Background: an optimization exercise with open tools, aiming at small area and a short achievable clock period. Do not read the settings as production practice. Function was checked by simulation only, so behaviour that the tests miss may differ from the original.

==> wip/willow <==
==> flow/design.v <==
package lc3b_types;
  localparam int DEF_TAG_W  = 9;
  localparam int DEF_LINE_W = 128;
  typedef enum logic [1:0] {
    WR_FILL   = 2'b00,
    WR_MODIFY = 2'b01,
    WR_INVAL  = 2'b10,
    WR_NOP    = 2'b11
  } wr_mode_e;
endpackage
module l2_plru (
  input  logic [2:0] state,
  input  logic [3:0] valid,
  input  logic       rd_set,
  input  logic [3:0] hit_v,
  input  logic       wr_touch,
  input  logic [1:0] wr_way,
  output logic [2:0] next,
  output logic [1:0] victim
);
  logic r_lo, r_hi, w_lo, w_hi;
  assign r_lo = rd_set && (hit_v[0] || hit_v[1]);
  assign r_hi = rd_set && (hit_v[2] || hit_v[3]);
  assign w_lo = wr_touch && !wr_way[1];
  assign w_hi = wr_touch && wr_way[1];
  assign next[0] = wr_touch ? !wr_way[1] : (r_lo ? 1'b1 : (r_hi ? 1'b0 : state[0]));
  assign next[1] = w_lo ? !wr_way[0] : (r_lo ? hit_v[0] : state[1]);
  assign next[2] = w_hi ? !wr_way[0] : (r_hi ? hit_v[2] : state[2]);
  always_comb begin
    if (!valid[0])      victim = 2'd0;
    else if (!valid[1]) victim = 2'd1;
    else if (!valid[2]) victim = 2'd2;
    else if (!valid[3]) victim = 2'd3;
    else                victim = state[0] ? {1'b1, state[2]} : {1'b0, state[1]};
  end
endmodule
module l2_g_oai22 (input logic a1, a2, b1, b2, output logic y);
  assign y = ~((a1 | a2) & (b1 | b2));
endmodule
module l2_g_aoi222 (input logic a1, a2, b1, b2, c1, c2, output logic y);
  assign y = ~((a1 & a2) | (b1 & b2) | (c1 & c2));
endmodule
module l2_g_aoi22_nand3 (input logic a1, a2, b1, b2, y0, y1, output logic y);
  assign y = ~(y0 & y1 & ~((a1 & a2) | (b1 & b2)));
endmodule
module l2_g_aoi22_nand2_xor (input logic a1, a2, b1, b2, y0, p, output logic y);
  assign y = ~(y0 & ~((a1 & a2) | (b1 & b2))) ^ p;
endmodule
module l2_dec3 (input logic [2:0] a, output logic [7:0] y);
  always_comb begin
    for (int i = 0; i < 8; i++) y[i] = (a == 3'(i));
  end
endmodule
module l2_tagcmp (
  input  logic [8:0] t,
  input  logic [8:0] r,
  input  logic       v,
  input  logic       en,
  output logic       y
);
  assign y = en & v & (t == r);
endmodule
module l2_g_aoi22_nand2 (input logic a1, a2, b1, b2, y0, output logic y);
  assign y = ~(y0 & ~((a1 & a2) | (b1 & b2)));
endmodule
import lc3b_types::*;
module l2_cache_array (
  input  logic         clk,
  input  logic         rst,
  input  logic         rd_en,
  input  logic [2:0]   rd_index,
  input  logic [8:0]   rd_tag,
  output logic         rd_done,
  output logic         hit,
  output logic [1:0]   hit_way,
  output logic [127:0] hit_data,
  output logic [1:0]   vic_way,
  output logic         vic_valid,
  output logic         vic_dirty,
  output logic [8:0]   vic_tag,
  output logic [127:0] vic_data,
  input  logic         wr_en,
  input  logic [1:0]   wr_mode,
  input  logic [2:0]   wr_index,
  input  logic [1:0]   wr_way,
  input  logic [8:0]   wr_tag,
  input  logic [127:0] wr_data
);
  localparam int EW = 137;   
  logic [3:0]    valid_r [8];
  logic [3:0]    dirty_r [8];
  logic [2:0]    plru_r  [8];
  logic [EW-1:0] ent_r   [4][8];
  logic [7:0] rsel;     
  logic [7:0] wsel;     
  logic [3:0] wway;     
  logic       wr_touch_s;
  logic       wr_inv_s;
  logic [7:0] rsel_t;   
  l2_dec3 u_rdec   (.a(rd_index), .y(rsel));
  l2_dec3 u_rdec_t (.a(rd_index), .y(rsel_t));
  always_comb begin
    for (int s = 0; s < 8; s++) wsel[s] = (wr_index == 3'(s));
    for (int w = 0; w < 4; w++) wway[w] = (wr_way == 2'(w));
  end
  assign wr_touch_s = wr_en && !wr_mode[1];
  assign wr_inv_s   = wr_en && (wr_mode == WR_INVAL);
  logic ph_r;
  always_ff @(posedge clk) ph_r <= ~ph_r;
  wire [EW-1:0] wr_ent = {wr_tag, wr_data} ^ {EW{ph_r}};
  for (genvar w = 0; w < 4; w++) begin : g_ew
    for (genvar s = 0; s < 8; s++) begin : g_es
      wire we   = wr_touch_s && wway[w] && wsel[s];
      wire we_n = ~we;
      logic [EW-1:0] ent_d;
      for (genvar b = 0; b < EW; b++) begin : g_b
        l2_g_oai22 u_nx (.a1(ent_r[w][s][b]), .a2(we), .b1(we_n), .b2(wr_ent[b]), .y(ent_d[b]));
      end
      always_ff @(posedge clk) ent_r[w][s] <= ent_d;
    end
  end
  logic [EW-1:0] set_ent [4];
  for (genvar w = 0; w < 4; w++) begin : g_sw
    for (genvar b = 0; b < EW; b++) begin : g_sb
      wire [7:0] rs = (b >= 128) ? rsel_t : rsel;
      logic y0, y1;
      l2_g_aoi222 u_m0 (.a1(rs[0]), .a2(ent_r[w][0][b]), .b1(rs[1]), .b2(ent_r[w][1][b]),
                        .c1(rs[2]), .c2(ent_r[w][2][b]), .y(y0));
      l2_g_aoi222 u_m1 (.a1(rs[3]), .a2(ent_r[w][3][b]), .b1(rs[4]), .b2(ent_r[w][4][b]),
                        .c1(rs[5]), .c2(ent_r[w][5][b]), .y(y1));
      l2_g_aoi22_nand3 u_m2 (.a1(rs[6]), .a2(ent_r[w][6][b]), .b1(rs[7]), .b2(ent_r[w][7][b]),
                             .y0(y0), .y1(y1), .y(set_ent[w][b]));
    end
  end
  wire  [8:0] rd_tag_ph = rd_tag ^ {9{ph_r}};
  logic [3:0] set_valid;
  logic [3:0] tmatch;
  always_comb begin
    set_valid = '0;
    for (int s = 0; s < 8; s++) set_valid = set_valid | (rsel_t[s] ? valid_r[s] : 4'b0);
  end
  for (genvar w = 0; w < 4; w++) begin : g_mw
    l2_tagcmp u_cmp (.t(set_ent[w][EW-1:128]), .r(rd_tag_ph), .v(set_valid[w]), .en(rd_en),
                     .y(tmatch[w]));
  end
  logic [1:0] vway  [8];
  logic [2:0] pnext [8];
  logic [3:0] hit_v;    
  logic [3:0] vic_v;    
  always_comb begin
    hit_v = tmatch;
    vic_v = '0;
    for (int s = 0; s < 8; s++) begin
      for (int w = 0; w < 4; w++) vic_v[w] = vic_v[w] | (rsel[s] && (vway[s] == 2'(w)));
    end
  end
  logic       hit_s;
  logic [1:0] hit_way_s;
  logic [1:0] vic_way_s;
  logic       vic_valid_s;
  logic       vic_dirty_s;
  assign hit_s     = |hit_v;
  assign hit_way_s = {hit_v[3] | hit_v[2], hit_v[3] | hit_v[1]};
  always_comb begin
    vic_way_s   = '0;
    vic_valid_s = 1'b0;
    vic_dirty_s = 1'b0;
    for (int s = 0; s < 8; s++) begin
      vic_way_s   = vic_way_s   | (rsel[s] ? vway[s] : 2'b0);
      vic_valid_s = vic_valid_s | (rsel[s] && valid_r[s][vway[s]]);
      vic_dirty_s = vic_dirty_s | (rsel[s] && dirty_r[s][vway[s]]);
    end
  end
  for (genvar s = 0; s < 8; s++) begin : g_set
    l2_plru u_plru (
      .state    (plru_r[s]),
      .valid    (valid_r[s]),
      .rd_set   (rsel_t[s]),
      .hit_v    (hit_v),
      .wr_touch (wr_touch_s && wsel[s]),
      .wr_way   (wr_way),
      .next     (pnext[s]),
      .victim   (vway[s])
    );
    always_ff @(posedge clk or posedge rst) begin
      if (rst) begin
        valid_r[s] <= '0;
        dirty_r[s] <= '0;
        plru_r[s]  <= '0;
      end else begin
        plru_r[s] <= pnext[s];
        for (int w = 0; w < 4; w++) begin
          if (wsel[s] && wway[w] && (wr_touch_s || wr_inv_s)) begin
            valid_r[s][w] <= wr_touch_s;
            dirty_r[s][w] <= wr_touch_s && wr_mode[0];
          end
        end
      end
    end
  end
  logic [3:0]    hsel;    
  logic [3:0]    vsel;    
  logic          hold;    
  logic          vph;     
  logic [127:0]  set_line [4];
  logic [127:0]  hit_data_d;
  logic [EW-1:0] vic_ent_d;
  logic [EW-1:0] vic_ent_q;
  assign hsel = hit_v;
  assign vsel = vic_v & {4{rd_en}};
  assign hold = ~rd_en;
  assign vph  = rd_en & ph_r;
  assign vic_ent_q = {vic_tag, vic_data};
  for (genvar w = 0; w < 4; w++) begin : g_sl
    assign set_line[w] = set_ent[w][127:0] ^ {128{ph_r}};
  end
  for (genvar b = 0; b < 128; b++) begin : g_hd
    logic y0;
    l2_g_aoi222 u_h0 (.a1(hsel[0]), .a2(set_line[0][b]), .b1(hsel[1]), .b2(set_line[1][b]),
                      .c1(hold), .c2(hit_data[b]), .y(y0));
    l2_g_aoi22_nand2 u_h1 (.a1(hsel[2]), .a2(set_line[2][b]), .b1(hsel[3]),
                           .b2(set_line[3][b]), .y0(y0), .y(hit_data_d[b]));
  end
  for (genvar b = 0; b < 128; b++) begin : g_vd
    logic y0;
    l2_g_aoi222 u_v0 (.a1(vsel[0]), .a2(set_line[0][b]), .b1(vsel[1]), .b2(set_line[1][b]),
                      .c1(hold), .c2(vic_ent_q[b]), .y(y0));
    l2_g_aoi22_nand2 u_v1 (.a1(vsel[2]), .a2(set_line[2][b]), .b1(vsel[3]),
                           .b2(set_line[3][b]), .y0(y0), .y(vic_ent_d[b]));
  end
  for (genvar b = 128; b < EW; b++) begin : g_vt
    logic y0;
    l2_g_aoi222 u_v0 (.a1(vsel[0]), .a2(set_ent[0][b]), .b1(vsel[1]), .b2(set_ent[1][b]),
                      .c1(hold), .c2(vic_ent_q[b]), .y(y0));
    l2_g_aoi22_nand2_xor u_v1 (.a1(vsel[2]), .a2(set_ent[2][b]), .b1(vsel[3]),
                               .b2(set_ent[3][b]), .y0(y0), .p(vph), .y(vic_ent_d[b]));
  end
  always_ff @(posedge clk or posedge rst) begin
    if (rst) begin
      rd_done   <= 1'b0;
      hit       <= 1'b0;
      hit_way   <= '0;
      hit_data  <= '0;
      vic_way   <= '0;
      vic_valid <= 1'b0;
      vic_dirty <= 1'b0;
      vic_tag   <= '0;
      vic_data  <= '0;
    end else begin
      rd_done  <= rd_en;
      hit_data <= hit_data_d;
      vic_tag  <= vic_ent_d[EW-1:128];
      vic_data <= vic_ent_d[127:0];
      if (rd_en) begin
        hit       <= hit_s;
        hit_way   <= hit_way_s;
        vic_way   <= vic_way_s;
        vic_valid <= vic_valid_s;
        vic_dirty <= vic_dirty_s;
      end
    end
  end
endmodule
==> flow/flow/run.sh <==
#!/bin/bash
# Own layout flow: the standard synthesis unchanged, then the standard ORFS layout with
#  - port buffers made from a plain buffer cell instead of the default delay cell,
#  - sizing not limited to the same cell footprint, so timing repair can use any drive strength,
#  - clock tree sinks clustered 25 to a leaf buffer and no dummy loads, which gives a much
#    smaller clock tree with about the same insertion delay.
set -euo pipefail
bash standard.sh synth > synth.log 2>&1
bash standard.sh \
  "BUFFER_PORTS_ARGS=-buffer_cell sky130_fd_sc_hd__buf_2" \
  "MATCH_CELL_FOOTPRINT=0" \
  "CTS_ARGS=-sink_clustering_enable -repair_clock_nets -sink_clustering_size 25 -sink_clustering_max_diameter 90 -dont_use_dummy_load" \
  finish > layout.log 2>&1
==> flow/standard.sh <==
#!/bin/bash
# synth_recipe.tcl (not shown) runs the flow's synth.tcl, then flattens the netlist and writes it again
# the make line also repeats each setting of config.mk as NAME=value (left out here)
make -C /OpenROAD-flow-scripts/flow DESIGN_CONFIG=/design/flow/config.mk WORK_HOME=/design/flow/orfs CLKGATE_MAP_FILE= SYNTH_SCRIPT=/design/flow/synth_recipe.tcl "${@:-finish}"
==> flow/config.mk <==
export PLATFORM = sky130hd
export DESIGN_NAME = l2_cache_array
export DESIGN_NICKNAME = l2_cache_array
export VERILOG_FILES = /design/flow/design.v
export SDC_FILE = /design/flow/constraint.sdc
export NUM_CORES = 4
export LEC_CHECK = 0
export CAP_MARGIN = 10
export CORE_MARGIN = 2
export CORE_UTILIZATION = 45
export SETUP_SLACK_MARGIN = 2.3
export SLEW_MARGIN = 10
export SYNTH_HIERARCHICAL = 1
export TNS_END_PERCENT = 5
==> flow/constraint.sdc <==
create_clock -name core_clock -period 5.0 [get_ports {clk}]
set_input_delay 1.0000 -clock core_clock [delete_from_list [all_inputs] [get_ports {clk}]]
set_output_delay 1.0000 -clock core_clock [all_outputs]
set_load 0.01 [all_outputs]
==> wip/raven (differences from wip/willow) <==
--- a/flow/design.v
+++ b/flow/design.v
@@ -36,4 +36,4 @@
 endmodule
-module l2_g_oai22 (input logic a1, a2, b1, b2, output logic y);
-  assign y = ~((a1 | a2) & (b1 | b2));
+module l2_g_oa22 (input logic a1, a2, b1, b2, output logic y);
+  assign y = (a1 | a2) & (b1 | b2);
 endmodule
@@ -45,4 +45,4 @@
 endmodule
-module l2_g_aoi22_nand2_xor (input logic a1, a2, b1, b2, y0, p, output logic y);
-  assign y = ~(y0 & ~((a1 & a2) | (b1 & b2))) ^ p;
+module l2_g_aoi22_nand2 (input logic a1, a2, b1, b2, y0, output logic y);
+  assign y = ~(y0 & ~((a1 & a2) | (b1 & b2)));
 endmodule
@@ -61,5 +61,2 @@
   assign y = en & v & (t == r);
-endmodule
-module l2_g_aoi22_nand2 (input logic a1, a2, b1, b2, y0, output logic y);
-  assign y = ~(y0 & ~((a1 & a2) | (b1 & b2)));
 endmodule
@@ -107,5 +104,3 @@
   assign wr_inv_s   = wr_en && (wr_mode == WR_INVAL);
-  logic ph_r;
-  always_ff @(posedge clk) ph_r <= ~ph_r;
-  wire [EW-1:0] wr_ent = {wr_tag, wr_data} ^ {EW{ph_r}};
+  wire [EW-1:0] wr_ent = {wr_tag, wr_data};
   for (genvar w = 0; w < 4; w++) begin : g_ew
@@ -116,3 +111,3 @@
       for (genvar b = 0; b < EW; b++) begin : g_b
-        l2_g_oai22 u_nx (.a1(ent_r[w][s][b]), .a2(we), .b1(we_n), .b2(wr_ent[b]), .y(ent_d[b]));
+        l2_g_oa22 u_nx (.a1(ent_r[w][s][b]), .a2(we), .b1(we_n), .b2(wr_ent[b]), .y(ent_d[b]));
       end
@@ -134,3 +129,2 @@
   end
-  wire  [8:0] rd_tag_ph = rd_tag ^ {9{ph_r}};
   logic [3:0] set_valid;
@@ -142,3 +136,3 @@
   for (genvar w = 0; w < 4; w++) begin : g_mw
-    l2_tagcmp u_cmp (.t(set_ent[w][EW-1:128]), .r(rd_tag_ph), .v(set_valid[w]), .en(rd_en),
+    l2_tagcmp u_cmp (.t(set_ent[w][EW-1:128]), .r(rd_tag), .v(set_valid[w]), .en(rd_en),
                      .y(tmatch[w]));
@@ -200,8 +194,6 @@
   end
-  logic [3:0]    hsel;    
-  logic [3:0]    vsel;    
-  logic          hold;    
-  logic          vph;     
-  logic [127:0]  set_line [4];
-  logic [127:0]  hit_data_d;
+  logic [3:0]   hsel;    
+  logic [3:0]   vsel;    
+  logic         hold;    
+  logic [127:0] hit_data_d;
   logic [EW-1:0] vic_ent_d;
@@ -211,22 +203,11 @@
   assign hold = ~rd_en;
-  assign vph  = rd_en & ph_r;
   assign vic_ent_q = {vic_tag, vic_data};
-  for (genvar w = 0; w < 4; w++) begin : g_sl
-    assign set_line[w] = set_ent[w][127:0] ^ {128{ph_r}};
-  end
   for (genvar b = 0; b < 128; b++) begin : g_hd
     logic y0;
-    l2_g_aoi222 u_h0 (.a1(hsel[0]), .a2(set_line[0][b]), .b1(hsel[1]), .b2(set_line[1][b]),
+    l2_g_aoi222 u_h0 (.a1(hsel[0]), .a2(set_ent[0][b]), .b1(hsel[1]), .b2(set_ent[1][b]),
                       .c1(hold), .c2(hit_data[b]), .y(y0));
-    l2_g_aoi22_nand2 u_h1 (.a1(hsel[2]), .a2(set_line[2][b]), .b1(hsel[3]),
-                           .b2(set_line[3][b]), .y0(y0), .y(hit_data_d[b]));
-  end
-  for (genvar b = 0; b < 128; b++) begin : g_vd
-    logic y0;
-    l2_g_aoi222 u_v0 (.a1(vsel[0]), .a2(set_line[0][b]), .b1(vsel[1]), .b2(set_line[1][b]),
-                      .c1(hold), .c2(vic_ent_q[b]), .y(y0));
-    l2_g_aoi22_nand2 u_v1 (.a1(vsel[2]), .a2(set_line[2][b]), .b1(vsel[3]),
-                           .b2(set_line[3][b]), .y0(y0), .y(vic_ent_d[b]));
-  end
-  for (genvar b = 128; b < EW; b++) begin : g_vt
+    l2_g_aoi22_nand2 u_h1 (.a1(hsel[2]), .a2(set_ent[2][b]), .b1(hsel[3]),
+                           .b2(set_ent[3][b]), .y0(y0), .y(hit_data_d[b]));
+  end
+  for (genvar b = 0; b < EW; b++) begin : g_vd
     logic y0;
@@ -234,4 +215,4 @@
                       .c1(hold), .c2(vic_ent_q[b]), .y(y0));
-    l2_g_aoi22_nand2_xor u_v1 (.a1(vsel[2]), .a2(set_ent[2][b]), .b1(vsel[3]),
-                               .b2(set_ent[3][b]), .y0(y0), .p(vph), .y(vic_ent_d[b]));
+    l2_g_aoi22_nand2 u_v1 (.a1(vsel[2]), .a2(set_ent[2][b]), .b1(vsel[3]),
+                           .b2(set_ent[3][b]), .y0(y0), .y(vic_ent_d[b]));
   end
==> flow/run.sh (new file) <==
#!/bin/bash
# synth_recipe.tcl (not shown) runs the flow's synth.tcl, then flattens the netlist and writes it again
# the make line also repeats each setting of config.mk as NAME=value (left out here)
make -C /OpenROAD-flow-scripts/flow DESIGN_CONFIG=/design/flow/config.mk WORK_HOME=/design/flow/orfs CLKGATE_MAP_FILE= SYNTH_SCRIPT=/design/flow/synth_recipe.tcl finish
--- a/flow/config.mk
+++ b/flow/config.mk
@@ -9,4 +9,6 @@
 export CORE_MARGIN = 2
-export CORE_UTILIZATION = 45
-export SETUP_SLACK_MARGIN = 2.3
+export CORE_UTILIZATION = 40
+export CTS_CLUSTER_DIAMETER = 90
+export CTS_CLUSTER_SIZE = 25
+export SETUP_SLACK_MARGIN = 1.7
 export SLEW_MARGIN = 10
removed: flow/flow/run.sh
removed: flow/standard.sh
==> qor summary <==
Outcome: wip/raven no timing/DRC/antenna violations; wip/willow complete, but fails checks
Violated checks: wip/raven -; wip/willow max-slew violations
Layout-stage area growth over the synthesis result: wip/raven 15.5%; wip/willow 15.0%
Capture point of the worst reg-to-reg path: wip/raven vic_data[25]; wip/willow vic_data[97]
Number of design-rule violations left by the first detailed-router iteration: wip/raven 23.9k; wip/willow 26.2k
Syn. warnings: wip/raven 20; wip/willow 22
Multi-In Gates: wip/raven 7887; wip/willow 8537
Share of synthesized cell area in and, or, nand and nor gates: wip/raven 3.14%; wip/willow 3.24%
Number of distinct standard cells referenced by the synthesized netlist: wip/raven 48; wip/willow 53
CP startpoint: wip/raven wr_way[1]; wip/willow rd_index[1]
Post-Place Cell Area: wip/raven 181000 µm²; wip/willow 173000 µm²
Per-instance average area after synthesis: wip/raven 12.8 µm²; wip/willow 11.8 µm²
Setup WS pre-CTS: wip/raven 0.582 ns; wip/willow 0.754 ns
Register-to-Register Setup Slack: wip/raven 1.61 ns; wip/willow 2.06 ns

[separate check: timing with driven ports]
No port has a modelled driver above. Below, the same layouts with a new extraction and two added sets of constraints. Step 1: set_driving_cell puts a clkbuf_16 on clk and a buf_2 on each other input, an assumption about the parent block. Step 2 times the ports against the registers' clock, not the clock port: input delays grow and output delays shrink by t, the midpoint of the rising clock arrivals with the driver on. Three values: ideal, step 1, step 2; two values: the first two.
| run | shift t [ns] | slack for setup (ns) | hold WS [ns] | worst setup path after step 2 |
|---|---|---|---|---|
| wip/willow | 1.083 | 1.999 / 1.984 / 0.917 | 0.063 / -0.022 / 0.443 | input to register |
| wip/raven | 1.101 | 1.526 / 1.572 / 0.495 | 0.341 / 0.268 / 0.477 | input to register |
The setup slack of wip/willow, which loses most, moves by -0.015 ns with the drivers and by -1.082 ns with both steps.
